Source: an optimization exercise on an open RTL-to-GDS flow (aim: small area, a short achievable clock period and few clock cycles). Production flows keep margins and buffers that such runs may drop. The RTL was checked by simulation tests, not by an equivalence proof against the original design. Power is estimated from default activity; no workload was simulated.

## flow/design.v (module list and top-level ports; edited modules follow where they fit)
// module fp_step_csa: 1747 lines
// module fp_mod_issuer: 176 lines
module fp_mod_issuer
(
    input  logic           clk,
    input  logic           rst_n,
    input  logic           req_valid,
    output logic           req_ready,
    input  logic [1:0]     req_op,
    input  logic [W-1:0]   req_x,
    input  logic [W-1:0]   req_y,
    output logic           rsp_valid,
    input  logic           rsp_ready,
    output logic [W-1:0]   rsp_data,
    output logic           mod_enable,
    output logic [2*W-1:0] mod_a,
    output logic           mod_a_sign,
    input  logic           mod_done,
    input  logic [W-1:0]   mod_result
);
  // ...
==> flow/run.sh <==
#!/bin/bash
# synth_recipe.tcl (not shown) runs the flow's synth.tcl, then flattens the netlist and writes it again
# the make line also repeats each setting of config.mk as NAME=value (left out here)
make -C /OpenROAD-flow-scripts/flow DESIGN_CONFIG=/design/flow/config.mk WORK_HOME=/design/flow/orfs CLKGATE_MAP_FILE= SYNTH_SCRIPT=/design/flow/synth_recipe.tcl finish
==> flow/config.mk <==
export PLATFORM = sky130hd
export DESIGN_NAME = fp_mod_issuer
export DESIGN_NICKNAME = fp_mod_issuer
export VERILOG_FILES = /design/flow/design.v
export SDC_FILE = /design/flow/constraint.sdc
export NUM_CORES = 4
export LEC_CHECK = 0
export CAP_MARGIN = 20
export CORE_MARGIN = 2
export CORE_UTILIZATION = 50
export PLACE_DENSITY = 0.65
export SETUP_SLACK_MARGIN = 2.5
export SLEW_MARGIN = 20
==> flow/constraint.sdc <==
create_clock -name core_clock -period 6.0 [get_ports {clk}]
set_input_delay 1.2000 -clock core_clock [delete_from_list [all_inputs] [get_ports {clk}]]
set_output_delay 1.2000 -clock core_clock [all_outputs]
set_load 0.01 [all_outputs]
==> results.txt, run 1 <==
Power and ir drop
The fraction of power consumed by the clock network is 0.127. IR analysis of the VDD net gives a maximum drop of 305.2 uV. The design draws 0.03897 W. Of the total power, the share spent switching nets is 0.4736. The dominant power group is combinational cells.

Floorplanning
The effective utilization at floorplan is 0.5051.

Placed design
Including well taps, the total number of placed cells is between 5000 and 6000. OpenSTA, run right after detailed placement, puts the worst setup slack at 1.624 ns. The HPWL after detailed placement is 137.4 mm.

Synth
The count of distinct cell types in the synthesized netlist is 81. The total standard cell area after synthesis is between 0.04 and 0.05 mm^2. Synthesis produced a netlist whose cell count is 4560. The area fraction in compound gates after synthesis is 0.1473. The area share of and/or/nand/nor cells after synthesis is 0.07102. In the synthesized netlist the dominant register cell turns out to be edfxtp_1.

Clock network
The clock root buffer master is clkbuf_16.

Final layout
Once layout is complete, the utilization of the core stands at 0.6359. The fraction of area in multi-input gates is 0.4763. The number of signal-net buffers in the layout is 720. Counting flops per register, the top entry is mod_a. The most common cell after layout, fill and taps aside is edfxtp_1.

The number of clock buffers in the layout is between 90 and 100.

Setup path
The register-to-register setup slack is ~2.4 ns. The critical path data required time is about 6.4 ns. For this run, the slowest stage of the critical path takes 0.53 ns. The worst setup path is captured at a register.

Routing
After detailed routing, the total wire length is 195.8 mm. The met3 wire length is 25.60 mm. The detailed-route DRC error count is 0. The first TritonRoute pass finished after 9 iterations. The highest routing layer actually used is met5.

STA
The hold violation total from the final report is 0. Dividing the final minimum period by the clock period gives 0.5959. The post-route worst setup slack is 2.425 ns.

Hold path
For hold timing, the worst endpoint is res[20].

Outcome
The run finished with no timing, DRC or antenna violations.

Flow run
The count of maximum capacitance violations is 0.
Testbench counts, summed over its fixed seeds: cycles 6,227.
==> inputs of run 2 (changes only) <==
--- a/flow/config.mk
+++ b/flow/config.mk
@@ -9,5 +9,5 @@
 export CORE_MARGIN = 2
 export CORE_UTILIZATION = 50
 export PLACE_DENSITY = 0.65
-export SETUP_SLACK_MARGIN = 2.5
+export SETUP_SLACK_MARGIN = 1.5
 export SLEW_MARGIN = 20
==> results.txt, run 2 <==
Global routing
The total global routing overflow is 0. The via count of the first global-routing pass is 36880. Entering global routing, the biggest net connects 130 pins. The first-pass GRT wire length is 264.3 mm. The total global routing track utilization is 0.3564. The number of antenna violations at the first check in global routing came to 13.

Outcome
The run finished with no timing, DRC or antenna violations.

Setup path
The critical setup path kind is reg -> reg. The critical path data required time was 6.40 ns (about the same). The critical path arrival is 4.69 ns. The kind of start point of the critical path is a register. Along the worst path, the maximum fanout reaches 33. The type of destination of the critical path is a register.

STA
Setup violations remaining at the end of the flow were counted as 0. The final worst-path cycle share is 0.7160 (+0.1202). The worst slew margin relative to its limit is 0.2462. The setup skew after layout is 0.03430 ns. The minimum clock period is 4.296 ns.

The actual transition at the worst max-transition pin is 1.131 ns. Final hold analysis gives a worst-case slack of 0.4298 ns. The hold violation total from the final report is 0 (unchanged). Setup repair after global routing left no endpoint under its margin.

The count of pins over their slew limit is 0. The sum of negative setup slack is 0 ns. The fmax is between 200 and 250 MHz.

Power and ir drop
The internal power contribution is ~0.019 W. Summed over all cells, the static leakage comes to about 22 nW. The worst voltage drop across the vdd grid is 391.4 uV (+28%). The share of total power dissipated in sequential elements is 0.233. The net switching power is 0.01802 W. The proportion of total power due to net switching is 0.4824 (+0.008790). Dividing total power by cell area gives a power density of 654.4 mW/mm^2.

The relative contribution of combinational cells to total power is 0.641. The fraction of power consumed by the clock network is 0.126 (about the same).

Clock network
The clock latency at the later pin of the worst-skew pair is 0.67 ns. The buffer levels on the longest clock path is 3. The TritonCTS clock tree is yes. The clock sink count is 635.

The maximum level of the CTS H-tree is 3. The clock slew seen by the registers of the worst setup and hold paths is 0.06 ns. The number of clock buffers added by TritonCTS is 78. The clock root buffer master is clkbuf_16.

The number of resized instances in the post-cts repair step is 0.

Synth
By count the netlist is led by 621 x edfxtp_1, 518 x xnor2_1, 448 x fa_1. The proportion of synthesized area in mux cells is 0.01113. The largest total area in the synthesized netlist belongs to edfxtp_1. The share of the synthesized netlist area taken by xor and xnor gates is 0.1136. The proportion of register bits with asynchronous set or reset after synthesis is 0.

By area, the combinational part of the netlist is dominated by adder cells. The share of the synthesized area in the top cell type is 0.3746. The gate count of the mapped netlist was 4560 (unchanged). The area fraction in compound gates after synthesis came to 0.1473 (unchanged). The most common flop cell mapped by yosys is edfxtp_1. The share of synthesized cell area in full adder, half adder and majority cells is 0.2166.

The sequential cell area fraction in the yosys report is 0.3802. The number of nets in the synthesized netlist is 5352. In the post-synthesis netlist, the cell with the most instances is edfxtp_1. The area share of and/or/nand/nor cells after synthesis is 0.07102 (unchanged). The total standard cell area after synthesis is 0.04979 mm^2 (unchanged). Sorting the synthesized cells by area gives the leading types as edfxtp_1 37%, fa_1 18%, xnor2_1 9.1%, a22oi_1 6.7%, ha_1 3.6%. The count of distinct cell types in the synthesized netlist is 81 (unchanged). The flop and latch count out of synthesis is 635. Counting flops with a built-in enable in the synthesized netlist gives between 600 and 700. The count of yosys warnings during synthesis is 3. The average cell area after synthesis is 10.92 um^2.

Final layout
The share of post-route cells with drive strength above 1 is 0.04196. In the layout the commonest cells are 621 x edfxtp_1, 518 x xnor2_1, 448 x fa_1. Relative to the synthesized area, the layout overhead comes to 14.65%.

The number of nets in the layout is 5527. In the final layout, the registers with the most flip-flops are mod_a (128), acc_c (78), acc_s (78). More flip-flops sit in one register than any other, and that register is mod_a. The register with the most flip-flops in the layout has 128 of them.

Leaving out fill and tap cells, the most frequent cell in the layout is edfxtp_1.

Floorplanning
In this run the count of I/O pins placed on the die edge is just under 400. In this run the horizontal extent of the chip is 319.5 um. The effective utilization at floorplan is 0.5051 (unchanged).

The area of the die is roughly 0.10 mm^2. The number of placement rows is 115. The die extent in y is 319.5 um. After floorplanning, the core was sized to cover 0.09856 mm^2.

Routing
The detailed-route DRC error count is 0 (unchanged). The routed layout has 38070 vias. The via count normalized by instance count is around 6.3. The number of optimization iterations in the first detailed-route pass is 6 (-3).

In this run, the number of DRC markers left after iteration 0 of detailed routing was 5401. The post-detailed-routing wire length is 183.3 mm (-6.4%). The detail route stage leaves a number of antenna-violating nets equal to 0.

Dividing the detail-routed wire length by the instance count gives 30.13 um.

Placed design
The weighted congestion at the end of routability-driven global placement is around 1. The HPWL after detailed placement is 135.8 mm (-1.2%). The number of buffers added on ports is 394.

Hold path
The path type of the worst min-delay path is reg -> reg.

Flow run
The count of maximum capacitance violations is 0 (unchanged).
==> run 2: final cells by class <==
| class | count | area [um^2] |
|---|---|---|
| Fill cell | 8374 | 41480 |
| Multi-Input combinational cell | 3136 | 27920 |
| Sequential cell | 635 | 18930 |
| Timing Repair Buffer | 449 | 4489 |
| Clock buffer | 102 | 2052 |
| Inverter | 435 | 1639 |
| Tap cell | 1287 | 1610 |
| Clock inverter | 33 | 416.7 |
| Antenna cell | 7 | 17.52 |
==> run 2: kinds of logic (layout without fill, tap and decap cells) <==
family / after synthesis / after routing
buffers and inverters: 789 / 1019
xor gates and xnor gates: 646 / 646
AOI/OAI and AO/OA: 1079 / 1079
DFF: 635 / 635
other: 0 / 7
and+or+nand+nor: 764 / 764
adders and majority gates: 593 / 593
muxes: 54 / 54
==> run 2: metrics by stage <==
stage | power, W | utilization | setup WS [ns] | instances | cell area, um^2
after global placement | 0.03176 | 0.5537 | 1.413 | 5939 | 54570
after floorplan | 0.02297 | - | 1.667 | 4560 | 49800
after global routing | 0.03998 | 0.5790 | 1.545 | 6079 | 57070
after detailed placement | 0.03214 | 0.5537 | 1.429 | 5939 | 54570
after CTS | 0.03688 | 0.5789 | 1.755 | 6077 | 57060
final | 0.03735 | 0.5791 | 1.704 | 6084 | 57080
==> run 2: critical path, cell delays in order (launching register included) <==
cell	delay, ns
edfxtp_1	0.50
nor2b_4	0.72
buf_12	0.29
a22o_1	0.19
ha_1	0.27
fa_1	0.42
inv_1	0.08
fa_1	0.44
fa_1	0.57
inv_1	0.07
fa_1	0.48
==> run 2: power by group through the flow <==
stage               clock network [W]  logic, W  registers [W]
finish                        0.00470    0.0239        0.00871
global route                  0.00492    0.0263        0.00872
CTS                           0.00475    0.0235        0.00862
detailed placement                  0    0.0234        0.00871
global placement                    0    0.0231        0.00870
floorplan                           0    0.0150        0.00795
==> run 2: path summary, 6_finish.rpt <==
check / cells past startpoint / startpoint / to / slack (ns)
setup / recovery: 10 / inj / acc_c[35] / 1.70
hold / removal: 0 / res[33] / res[19] / 0.43
hold reg to reg: 0 / res[33] / res[19] / 0.43
setup reg to reg: 10 / inj / acc_c[35] / 1.70
==> run 2: timing repair <==
action	4_1_cts	5_1_grt
setup buffers	3	0
endpoints found under the setup margin	22	0
hold buffers	0	0
==> run 2: layer usage <==
layer  global-route usage  share of wire  vias to the layer above
met2               0.5187           0.43                     2432
met1               0.5079           0.41                    19120
met4               0.1017          0.030                       14
met3               0.1180           0.13                      335
met5                    0        0.00046                        -
li1                     -              -                    16170
==> inputs of run 3 (changes only) <==
==> flow/flow/run.sh (new file) <==
#!/bin/bash
# Own layout flow: the standard synthesis, then removal of the inverters
# that synthesis leaves between full-adder cells (flow/invpush.py, which uses
# FA(~a,~b,~c) = ~FA(a,b,c) and xor2 <-> xnor2 swaps; registers untouched),
# then the standard layout from that netlist.
set -euo pipefail
R=orfs/results/${FLOW_PLATFORM}/fp_mod_issuer/base
bash standard.sh synth > synth.log 2>&1
cp "$R/1_2_yosys.v" "$R/1_2_yosys.std.v"
if python3 flow/invpush.py "$R/1_2_yosys.std.v" "$R/1_2_yosys.inv.v" > invpush.log 2>&1; then
    cp "$R/1_2_yosys.inv.v" "$R/1_2_yosys.v"
    rm -f "$R/1_synth.odb" "$R/1_synth.sdc"
fi
bash standard.sh finish > layout.log 2>&1
==> flow/flow/invpush.py (new file) <==
#!/usr/bin/env python3
"""Remove inverters around full-adder cells in a flat gate-level netlist.

A full adder is self-dual: FA(~a,~b,~c) = (~sum, ~cout). Every fa cell gets a
polarity p (1: it computes the complement of its original outputs from
complemented inputs). All inverter cells are dissolved into (root net, parity)
pairs; polarities are chosen greedily to minimise the number of root nets that
some consumer needs inverted, and one inverter is rebuilt per such net.
Also swaps xor2/xnor2 (and xor3/xnor3) cells to absorb an inversion.
Usage: invpush.py in.v out.v
"""
import re, sys, collections

src = open(sys.argv[1]).read()
cell_re = re.compile(r'^  (sky130_fd_sc_hd__\w+) (\S+)\s+\((.*?)\n  \);\n', re.S | re.M)
pin_re = re.compile(r'\.(\w+)\(((?:\\\S+ )|[^()]*?)\)')

cells = []
for m in cell_re.finditer(src):
    typ, name, body = m.group(1), m.group(2), m.group(3)
    pins = [(p, n.strip()) for p, n in pin_re.findall(body)]
    cells.append([typ, name, pins, m.start(), m.end()])

OUTPINS = {'X', 'Y', 'Q', 'Q_N', 'SUM', 'COUT', 'HI', 'LO'}
def is_inv(t): return re.match(r'sky130_fd_sc_hd__inv_\d+$', t) is not None
def is_fa(t): return re.match(r'sky130_fd_sc_hd__fa_\d+$', t) is not None
def is_x(t): return re.match(r'sky130_fd_sc_hd__x(n)?or[23]_\d+$', t) is not None

inv_of = {}   # inverter output net -> input net
driver = {}   # net -> cell index
for i, (t, n, pins, _, _) in enumerate(cells):
    for p, net in pins:
        if p in OUTPINS:
            driver[net] = i
    if is_inv(t):
        d = dict(pins)
        inv_of[d['Y']] = d['A']

def root(net):
    q = 0
    while net in inv_of:
        net = inv_of[net]; q ^= 1
    return net, q

fa_idx = [i for i, c in enumerate(cells) if is_fa(c[0]) or is_x(c[0])]
pol = collections.defaultdict(int)      # cell index -> polarity

# consumer pins (excluding inverter inputs): (cell, pin, root, parity)
cons = []
for i, (t, n, pins, _, _) in enumerate(cells):
    if is_inv(t):
        continue
    for p, net in pins:
        if p in OUTPINS:
            continue
        r, q = root(net)
        cons.append((i, p, r, q))
port_out = set()
for m in re.finditer(r'^  output (?:\[(\d+):(\d+)\] )?(\S+);', src, re.M):
    hi, lo, nm = m.groups()
    if hi is None:
        port_out.add(nm)
    else:
        for b in range(int(lo), int(hi) + 1):
            port_out.add(f'{nm}[{b}]')
for net in list(port_out):
    if net in inv_of:
        r, q = root(net)
        cons.append((None, net, r, q))

by_root = collections.defaultdict(list)
for k, (i, p, r, q) in enumerate(cons):
    by_root[r].append(k)
touch = collections.defaultdict(set)
for r, ks in by_root.items():
    d = driver.get(r)
    for k in ks:
        i = cons[k][0]
        if i is not None and is_fa(cells[i][0]):
            touch[i].add(r)
    if d is not None and (is_fa(cells[d][0]) or is_x(cells[d][0])):
        touch[d].add(r)

def need(k):
    i, p, r, q = cons[k]
    d = driver.get(r)
    ci = pol[i] if (i is not None and is_fa(cells[i][0])) else 0
    return q ^ ci ^ (pol[d] if d is not None else 0)

def root_cost(r):
    return 1 if any(need(k) for k in by_root[r]) else 0

import random
rng = random.Random(1)
def total():
    return sum(root_cost(r) for r in by_root)
best = None
for restart in range(6):
    for f in fa_idx:
        pol[f] = 0 if restart == 0 else rng.randint(0, 1)
    temp = 0.6
    for it in range(60):
        order = fa_idx[:]
        rng.shuffle(order)
        for f in order:
            rs = touch[f]
            before = sum(root_cost(r) for r in rs)
            pol[f] ^= 1
            after = sum(root_cost(r) for r in rs)
            d = after - before
            if d < 0 or (d == 0 and rng.random() < 0.5) or (d > 0 and rng.random() < temp ** d * 0.1):
                pass
            else:
                pol[f] ^= 1
        temp *= 0.9
    # final greedy descent
    changed = True
    while changed:
        changed = False
        for f in fa_idx:
            rs = touch[f]
            before = sum(root_cost(r) for r in rs)
            pol[f] ^= 1
            if sum(root_cost(r) for r in rs) < before:
                changed = True
            else:
                pol[f] ^= 1
    t = total()
    print('restart', restart, t, file=sys.stderr)
    if best is None or t < best[0]:
        best = (t, {f: pol[f] for f in fa_idx})
for f in fa_idx:
    pol[f] = best[1][f]

n_inv_before = len(inv_of)
inv_roots = sorted(r for r in by_root if root_cost(r))
print(f"inverters {n_inv_before} -> {len(inv_roots)}; flipped {sum(pol[f] for f in fa_idx)} of {len(fa_idx)} FAs",
      file=sys.stderr)

def esc(r):
    return r + ' ' if r.startswith('\\') else r
newnet = {}
for j, r in enumerate(inv_roots):
    newnet[r] = f'_invp{j}_'

# rewrite
pinmap = {}   # (cell, pin) -> net
for k, (i, p, r, q) in enumerate(cons):
    if i is None:
        continue
    pinmap[(i, p)] = newnet[r] if need(k) else r

out = []
pos = 0
for i, (t, n, pins, s, e) in enumerate(cells):
    out.append(src[pos:s]); pos = e
    if is_inv(t):
        continue
    ren = {}
    if is_x(t) and pol[i]:
        t = t.replace('xnor', 'XOR_').replace('xor', 'xnor').replace('XOR_', 'xor')
        if '2_' in t:   # xor2 drives X, xnor2 drives Y
            ren = {'X': 'Y', 'Y': 'X'}
    body = ',\n'.join(f'    .{ren.get(p, p)}({esc(pinmap.get((i, p), net))})' for p, net in pins)
    out.append(f'  {t} {esc(n)} (\n{body}\n  );\n')
tail = src[pos:]
# new inverters and output ports that need a polarity fix
extra = []
for r in inv_roots:
    extra.append(f'  sky130_fd_sc_hd__inv_1 _invpc_{newnet[r][1:-1]} (\n    .A({esc(r)}),\n    .Y({newnet[r]})\n  );\n')
port_fix = []
for k, (i, p, r, q) in enumerate(cons):
    if i is None:
        # output port p was driven by an inverter chain: drive it by a buffer
        src_net = newnet[r] if need(k) else r
        port_fix.append(f'  sky130_fd_sc_hd__buf_1 _invpo_{len(port_fix)} (\n    .A({esc(src_net)}),\n    .X({p})\n  );\n')
decl = ''.join(f'  wire {newnet[r]};\n' for r in inv_roots)
res = ''.join(out)
# insert declarations after the last wire declaration at the top
idx = res.index('\n  sky130_fd_sc_hd__')
res = res[:idx + 1] + decl + res[idx + 1:]
tail = tail.replace('endmodule', ''.join(extra) + ''.join(port_fix) + 'endmodule', 1)
open(sys.argv[2], 'w').write(res + tail)
==> flow/standard.sh (new file) <==
#!/bin/bash
# synth_recipe.tcl (not shown) runs the flow's synth.tcl, then flattens the netlist and writes it again
# the make line also repeats each setting of config.mk as NAME=value (left out here)
make -C /OpenROAD-flow-scripts/flow DESIGN_CONFIG=/design/flow/config.mk WORK_HOME=/design/flow/orfs CLKGATE_MAP_FILE= SYNTH_SCRIPT=/design/flow/synth_recipe.tcl "${@:-finish}"
--- a/flow/config.mk
+++ b/flow/config.mk
@@ -9,5 +9,5 @@
 export CORE_MARGIN = 2
 export CORE_UTILIZATION = 50
 export PLACE_DENSITY = 0.65
-export SETUP_SLACK_MARGIN = 1.5
+export SETUP_SLACK_MARGIN = 2.5
 export SLEW_MARGIN = 20
removed: flow/run.sh
==> results.txt, run 3 <==
Placed design
The count of placed standard cells including taps is 5614 (-5.5%). The HPWL after detailed placement is 136.0 mm (+0.13%). The number of buffers added on ports was 394 (unchanged). The weighted congestion at the end of routability-driven global placement came to 1.042 (+4.5%). The placement-stage worst setup slack came to 1.433 ns (+0.003820 ns).

STA
The final worst-path cycle share is 0.6077 (-0.1083). The count of pins over their slew limit was 0 (unchanged). The fmax is 274.2 MHz (+18%).

The worst slew margin relative to its limit came to 0.2477 (+0.001566). Setup repair after global routing could not meet its margin everywhere. The post-route worst setup slack is 2.354 ns (+0.6498 ns). The setup skew after layout came to 0.03501 ns (+0.0007138 ns). The hold violation total from the final report is 0 (unchanged). The sum of negative setup slack is 0 ns (unchanged).

The actual transition at the worst max-transition pin came to 1.120 ns (-0.01040 ns). The final number of setup-violating endpoints is 0 (unchanged). The minimum clock period came to 3.646 ns (-0.6498 ns).

Setup path
The kind of start point of the critical path is a register. Counting stages on the worst path, the most repeated cell is fa_1. The critical path data required time is 6.37 ns (-0.03 ns). The largest incremental delay on the critical path is 0.57 ns (-0.15 ns). The signal on the critical path passes through nor2b_4 -> buf_12 -> a22o_1 -> ha_1 -> fa_1 -> fa_1 -> fa_2 -> fa_1. The length in cells of the worst reg-to-reg path is 8 (-2). The critical path starts at nfirst.

On the critical path, the stage with the largest delay is an instance of fa_1. The maximum net fanout on the critical path is 22 (-33%). The origin of the critical flop-to-flop path is nfirst.

The critical path arrival is 4.02 ns (-0.67 ns). The critical setup path kind is reg -> reg. STA classifies the critical path endpoint as a register.

Power and ir drop
The net switching power is 0.01891 W (+5.0%). The relative contribution of combinational cells to total power is 0.679 (+0.038). The static leakage came to 22.36 nW (+2.4%). The internal power contribution is 0.02139 W (+11%). The fraction of power consumed by sequential logic is 0.209 (-0.024). The fraction of power consumed by the clock network was 0.112 (-0.014).

The proportion of total power due to net switching came to 0.4693 (-0.01312). The power density normalized to cell area is 659.6 mW/mm^2 (+0.80%). The worst voltage drop across the vdd grid is 649.6 uV (+66%).

Clock network
The number of buffers created by CTS is 75 (-3.8%). The clock root buffer master is clkbuf_16. The clock slew seen by the registers of the worst setup and hold paths is 0.06 ns (about the same). The TritonCTS clock tree is yes. The clock latency at the later pin of the worst-skew pair is 0.66 ns (about the same). The clock sink count was 635 (unchanged).

The buffer levels on the longest clock path is 3 (unchanged). The maximum level of the CTS H-tree came to 3 (unchanged).

Final layout
The number of nets in the layout came to 5458 (-1.2%). The largest registers in the layout are mod_a (128), acc_c (78), acc_s (78). The largest register by flop count is mod_a. The layout filler cell count is 7601 (-9.2%).

The number of flip-flops under the largest register name came to 128 (unchanged). The count of non-filler cells in the finished layout is 6006 (-1.3%). The area growth from synthesis to layout is 25.87%. The share of post-route cells with drive strength above 1 is 0.1642 (+0.1222). The most common cell after layout, fill and taps aside is edfxtp_1. In the layout the commonest cells are 621 x edfxtp_1, 472 x xnor2_1, 416 x a22oi_1.

Routing
The via count normalized by instance count was 6.445 (+3.0%). The average detailed-routed wire length per instance is 31.86 um (+5.8%). The number of optimization iterations in the first detailed-route pass came to 8 (+2). The final antenna-violating net count is 0 (unchanged).

The initial DRC count is 5187 (-4.0%). The detailed-route DRC error count is 0 (unchanged). The routed via count is 38710 (+1.7%). The post-detailed-routing wire length is 191.3 mm (+4.4%).

Floorplanning
The effective utilization at floorplan is 0.5034 (-0.001710). The die extent in y came to 315.6 um (-1.2%). The area of the die is 0.09959 mm^2 (-2.5%). The number of placement rows is 114 (-0.87%). The core area is 0.09642 mm^2 (-2.2%). The top-level port count is 395 (unchanged).

The horizontal extent of the die is 315.6 um (-1.2%).

Global routing
The via count of the first global-routing pass was 37640 (+2.0%). The first-pass GRT wire length was 267.8 mm (+1.3%). The pin count of the biggest net entering global routing is 126 (-3.1%). The total global routing track utilization was 0.3741 (+0.01777).

The total global routing overflow is 0 (unchanged). The number of antenna violations at the first check in global routing was 14 (+1).

Hold path
The cell count of the worst hold path is 0 (unchanged). The path type of the worst min-delay path is reg -> reg. The startpoint identified for the worst hold timing path is res[27].

Synth
The average cell area after synthesis was 11.48 um^2 (+5.2%). The total standard cell area after synthesis is 0.04854 mm^2 (-2.5%). The net count after synthesis came to 5020 (-6.2%). The count of yosys warnings during synthesis came to 3 (unchanged). The gate count of the mapped netlist is 4228 (-7.3%).

Outcome
The run finished with no timing, DRC or antenna violations.

Flow run
The count of maximum capacitance violations was 0 (unchanged).
run 3: final cells by class:
cell class / count / area, um^2 / share of cell area
Clock buffer: 92 / 1972 / 0.03227
Sequential cell: 635 / 18940 / 0.3099
Multi-Input combinational cell: 3137 / 29800 / 0.4877
Timing Repair inverter: 1 / 8.758 / 0.0001434
Clock inverter: 45 / 395.4 / 0.006471
Antenna cell: 4 / 10.01 / 0.0001638
Timing Repair Buffer: 713 / 7959 / 0.1303
Tap cell: 1276 / 1597 / 0.02613
Inverter: 103 / 422.9 / 0.006922
run 3: power by group through the flow:
stage | registers [W] | clock network (W) | logic (W)
finish | 0.00843 | 0.00450 | 0.0274
CTS | 0.00836 | 0.00454 | 0.0253
global route | 0.00844 | 0.00470 | 0.0290
floorplan | 0.00795 | 0 | 0.0148
global placement | 0.00864 | 0 | 0.0234
detailed placement | 0.00867 | 0 | 0.0237
run 3: path summary, 6_finish.rpt:
| kind | end | slack [ns] |
|---|---|---|
| hold / removal | res[13] | 0.45 |
| setup / recovery | acc_c[30] | 2.35 |
| setup reg to reg | acc_c[30] | 2.35 |
| hold reg to reg | res[13] | 0.45 |
run 3: metrics by stage:
step                      cell area [um^2]  total power [W]    util  hold WS, ns
after floorplan                      48710          0.02272       -       0.4180
after detailed placement             53620          0.03236  0.5561       0.4345
final                                61100          0.04030  0.6336       0.4465
after global routing                 61090          0.04218  0.6336       0.4524
after CTS                            59150          0.03818  0.6135       0.4382
after global placement               53620          0.03206  0.5561       0.4361
run 3: layer usage:
layer,global-route usage,share of wire,vias up
met1,0.5158,0.38,19430
met3,0.1177,0.14,413
met2,0.5694,0.44,2787
met4,0.1100,0.035,18
met5,0,0.00055,-
li1,-,-,16060
run 3: timing repair:
| action | CTS | global route |
|---|---|---|
| gates resized for setup | 197 | 214 |
| pin swaps | 50 | 119 |
| setup endpoints to repair | 347 | 204 |
| gates cloned | 11 | 7 |
| endpoints found under the hold margin | 0 | 0 |
| hold buffers | 0 | 0 |
| setup buffers | 176 | 57 |
run 3: worst max-delay path, delay by kind of cell, from the launching register on:
family	cells	cell delay, ns
DFF	1	0.41
buffers and inverters	1	0.21
and+or+nand+nor	1	0.21
adders and majority gates	5	2.29
AOI/OAI and AO/OA	1	0.24

## port drivers added, routing unchanged
How much do the figures lean on ideal ports? The routed layouts below were timed once more, with nothing changed but the port constraints.
Step 1, drivers: a clkbuf_16 drives clk and a buf_2 each remaining input, both assumed.
Step 2 adds t to the input delays and takes it off the output delays; t is the mean of the earliest and latest rising clock arrival at the registers after step 1. Input paths then give back, and output paths get back, about the clock's delay inside the block.
Three values: ideal ports, drivers, drivers and shift; two values: the first two.
| run | t (ns) | setup slack, ns | worst slew at a driven data input, ns |
|---|---|---|---|
| run 1 | 0.748 | 2.425 / 2.425 / 1.989 | 0.16 |
| run 2 | 0.730 | 1.704 / 1.704 / 1.650 | 0.15 |
| run 3 | 0.712 | 2.354 / 2.354 / 2.211 | 0.18 |
After both steps every run listed still meets setup and hold. For run 1, which loses most, drivers alone change the setup slack by 0.000 ns; drivers and shift together by -0.436 ns.
